This design comes from an exercise in tuning for small area, a short achievable clock period and few clock cycles per item on the open sky130 flow, not from production work. Function was checked by simulation only, so behaviour that the tests miss may differ from the original.

==> flow/design.v (excerpt) <==
module interval_running_statistics
#(
    parameter int COUNT_BITS = irs_pkg::COUNT_BITS_DEF,
    parameter int HIST_BINS  = irs_pkg::HIST_BINS_DEF
)
(
    input  logic                  clk,
    input  logic                  rst_n,
    input  logic                  in_valid,
    output logic                  in_ready,
    input  logic [irs_pkg::IN_W-1:0]       interval,
    output logic                  out_valid,
    input  logic                  out_ready,
    output logic [1:0]            status,
    output logic [COUNT_BITS-1:0] sample_count,
    output logic [irs_pkg::IN_W-1:0]       least,
    output logic [irs_pkg::IN_W-1:0]       greatest,
    output logic [irs_pkg::IN_W-1:0]       mean,
    output logic [irs_pkg::DEV_W-1:0]      deviation,
    output logic [3:0]            mode_bin,
    output logic                  mode_valid
);
Size: roughly 5,100 flip-flops, ~220,000 um2 of cells after synthesis.
clock: 7.5 ns
lec_check: 0
cap_margin: 20
core_margin: 2
core_utilization: 40
cts_buf_list: sky130_fd_sc_hd__clkbuf_16
cts_cluster_diameter: 80
cts_cluster_size: 20
setup_slack_margin: 4.1
slew_margin: 20
run.sh (not shown) runs the stock make flow with config.mk's settings and CLKGATE_MAP_FILE= SYNTH_SCRIPT=/design/flow/synth_recipe.tcl, a recipe that flattens the netlist after the stock synthesis.
The baseline produced a clean layout.
Testbench counts at the start, summed over its fixed seeds: cycles 1,912, items 1,600.
Edit:
Settings changed: CORE_UTILIZATION 40 to 55, CTS_BUF_LIST sky130_fd_sc_hd__clkbuf_16 to sky130_fd_sc_hd__clkbuf_4 sky130_fd_sc_hd__clkbuf_8, CTS_CLUSTER_DIAMETER 80 to default, CTS_CLUSTER_SIZE 20 to default.
Outcome:
- final cell count fell by 3.3%
- synthesized cell count is unchanged
- synthesized area is unchanged
- setup slack gets worse by 41 ps
- global-route usage rose by 7.3 points

---

interval_running_statistics again, from the RTL that the note above started with.
clock: 7.5 ns
lec_check: 0
cap_margin: 20
core_margin: 2
core_utilization: 40
cts_buf_list: sky130_fd_sc_hd__clkbuf_4 sky130_fd_sc_hd__clkbuf_8
setup_slack_margin: 4.1
slew_margin: 20
The first run ran to the end with no violations.
Testbench counts at the start, summed over its fixed seeds: cycles 1,912, items 1,600.
Then changed:
--- a/flow/config.mk
+++ b/flow/config.mk
@@ -10,4 +10,4 @@
 export CORE_UTILIZATION = 40
 export CTS_BUF_LIST = sky130_fd_sc_hd__clkbuf_4 sky130_fd_sc_hd__clkbuf_8
-export SETUP_SLACK_MARGIN = 4.1
+export SETUP_SLACK_MARGIN = 3.8
 export SLEW_MARGIN = 20
=> The new run finished clean; cell area shrinks by 1.8%; count of clock-buffer cells in the layout rose by 13; final cell count drops by 1.1%; sequential share of layout area increases by 0.68 points; routed wire length shrinks by 2.7%; via count drops by 1.3%.
Then changed:
--- a/flow/config.mk
+++ b/flow/config.mk
@@ -9,5 +9,5 @@
 export CORE_MARGIN = 2
 export CORE_UTILIZATION = 40
-export CTS_BUF_LIST = sky130_fd_sc_hd__clkbuf_4 sky130_fd_sc_hd__clkbuf_8
-export SETUP_SLACK_MARGIN = 3.8
+export CTS_BUF_LIST = sky130_fd_sc_hd__clkbuf_8 sky130_fd_sc_hd__clkbuf_16
+export SETUP_SLACK_MARGIN = 4.3
 export SLEW_MARGIN = 20
The changed run finished with timing, DRC and antenna clean.
Via count increases by 3.4%.
Non-clock buffer count increases by 577.
Wire length increases by 17%.
Area after synthesis is unchanged.
Global-route usage increases by 2.4 points.
Flip-flop and latch count stays the same.
Count of clock-buffer cells in the layout decreases by 571.
Synthesized cell count stays the same.
Utilization increases by 1.8 points.
Setup slack improved by 0.29 ns.
Then changed:
--- a/flow/config.mk
+++ b/flow/config.mk
@@ -9,5 +9,7 @@
 export CORE_MARGIN = 2
 export CORE_UTILIZATION = 40
-export CTS_BUF_LIST = sky130_fd_sc_hd__clkbuf_8 sky130_fd_sc_hd__clkbuf_16
+export CTS_BUF_LIST = sky130_fd_sc_hd__clkbuf_16
+export CTS_CLUSTER_DIAMETER = 80
+export CTS_CLUSTER_SIZE = 20
 export SETUP_SLACK_MARGIN = 4.3
 export SLEW_MARGIN = 20
Effect: The new run completed with no timing, DRC or antenna violations. Cell area is lower by 3.3%. Setup slack loses 0.079 ns. Routed wire length is lower by 0.90%. Via count is lower by 1.2%. Global-route usage is lower by 0.17 points. Die area is unchanged. Core utilization is lower by 1.5 points. Fmax is lower by about 2.3%.

==> afterwards: timing with drivers on the ports <==
Ports are ideal in the flow. The routed layouts listed here were re-timed in OpenROAD. Step 1, drivers: a clkbuf_16 drives clk and a buf_2 each remaining input, both assumed. Step 2, shift: input delay + t, output delay - t, t = (earliest + latest rising clock arrival at the registers) / 2. This alone moves slack from input paths to output paths. Slacks: no drivers / after step 1 / after step 2; pairs: no drivers / after step 1.
| run | t, ns | slack for setup (ns) | worst setup path at the end | clock arrival spread, ns | worst slew at a driven data input, ns |
|---|---|---|---|---|---|
| the first run of note 1 | 1.067 | 4.061 / 4.061 / 3.909 | input to register | 0.108 / 0.108 | 0.08 |
| the second run of note 1 | 1.319 | 4.020 / 3.969 / 4.020 | register to register | 0.106 / 0.106 | 0.07 |
| the first run of note 2 | 1.317 | 4.055 / 3.983 / 3.922 | input to register | 0.129 / 0.129 | 0.08 |
| the second run of note 2 | 1.337 | 3.850 / 3.850 / 3.850 | register to register | 0.145 / 0.145 | 0.09 |
| the third run of note 2 | 1.143 | 4.145 / 4.082 / 4.066 | input to register | 0.105 / 0.105 | 0.09 |
| the fourth run of note 2 | 1.074 | 4.067 / 4.067 / 4.067 | register to register | 0.118 / 0.118 | 0.09 |
After both steps setup and hold are still met in every run listed. The setup slack of the first run of note 1, which loses most, moves by 0.000 ns with the drivers and by -0.152 ns with both steps.
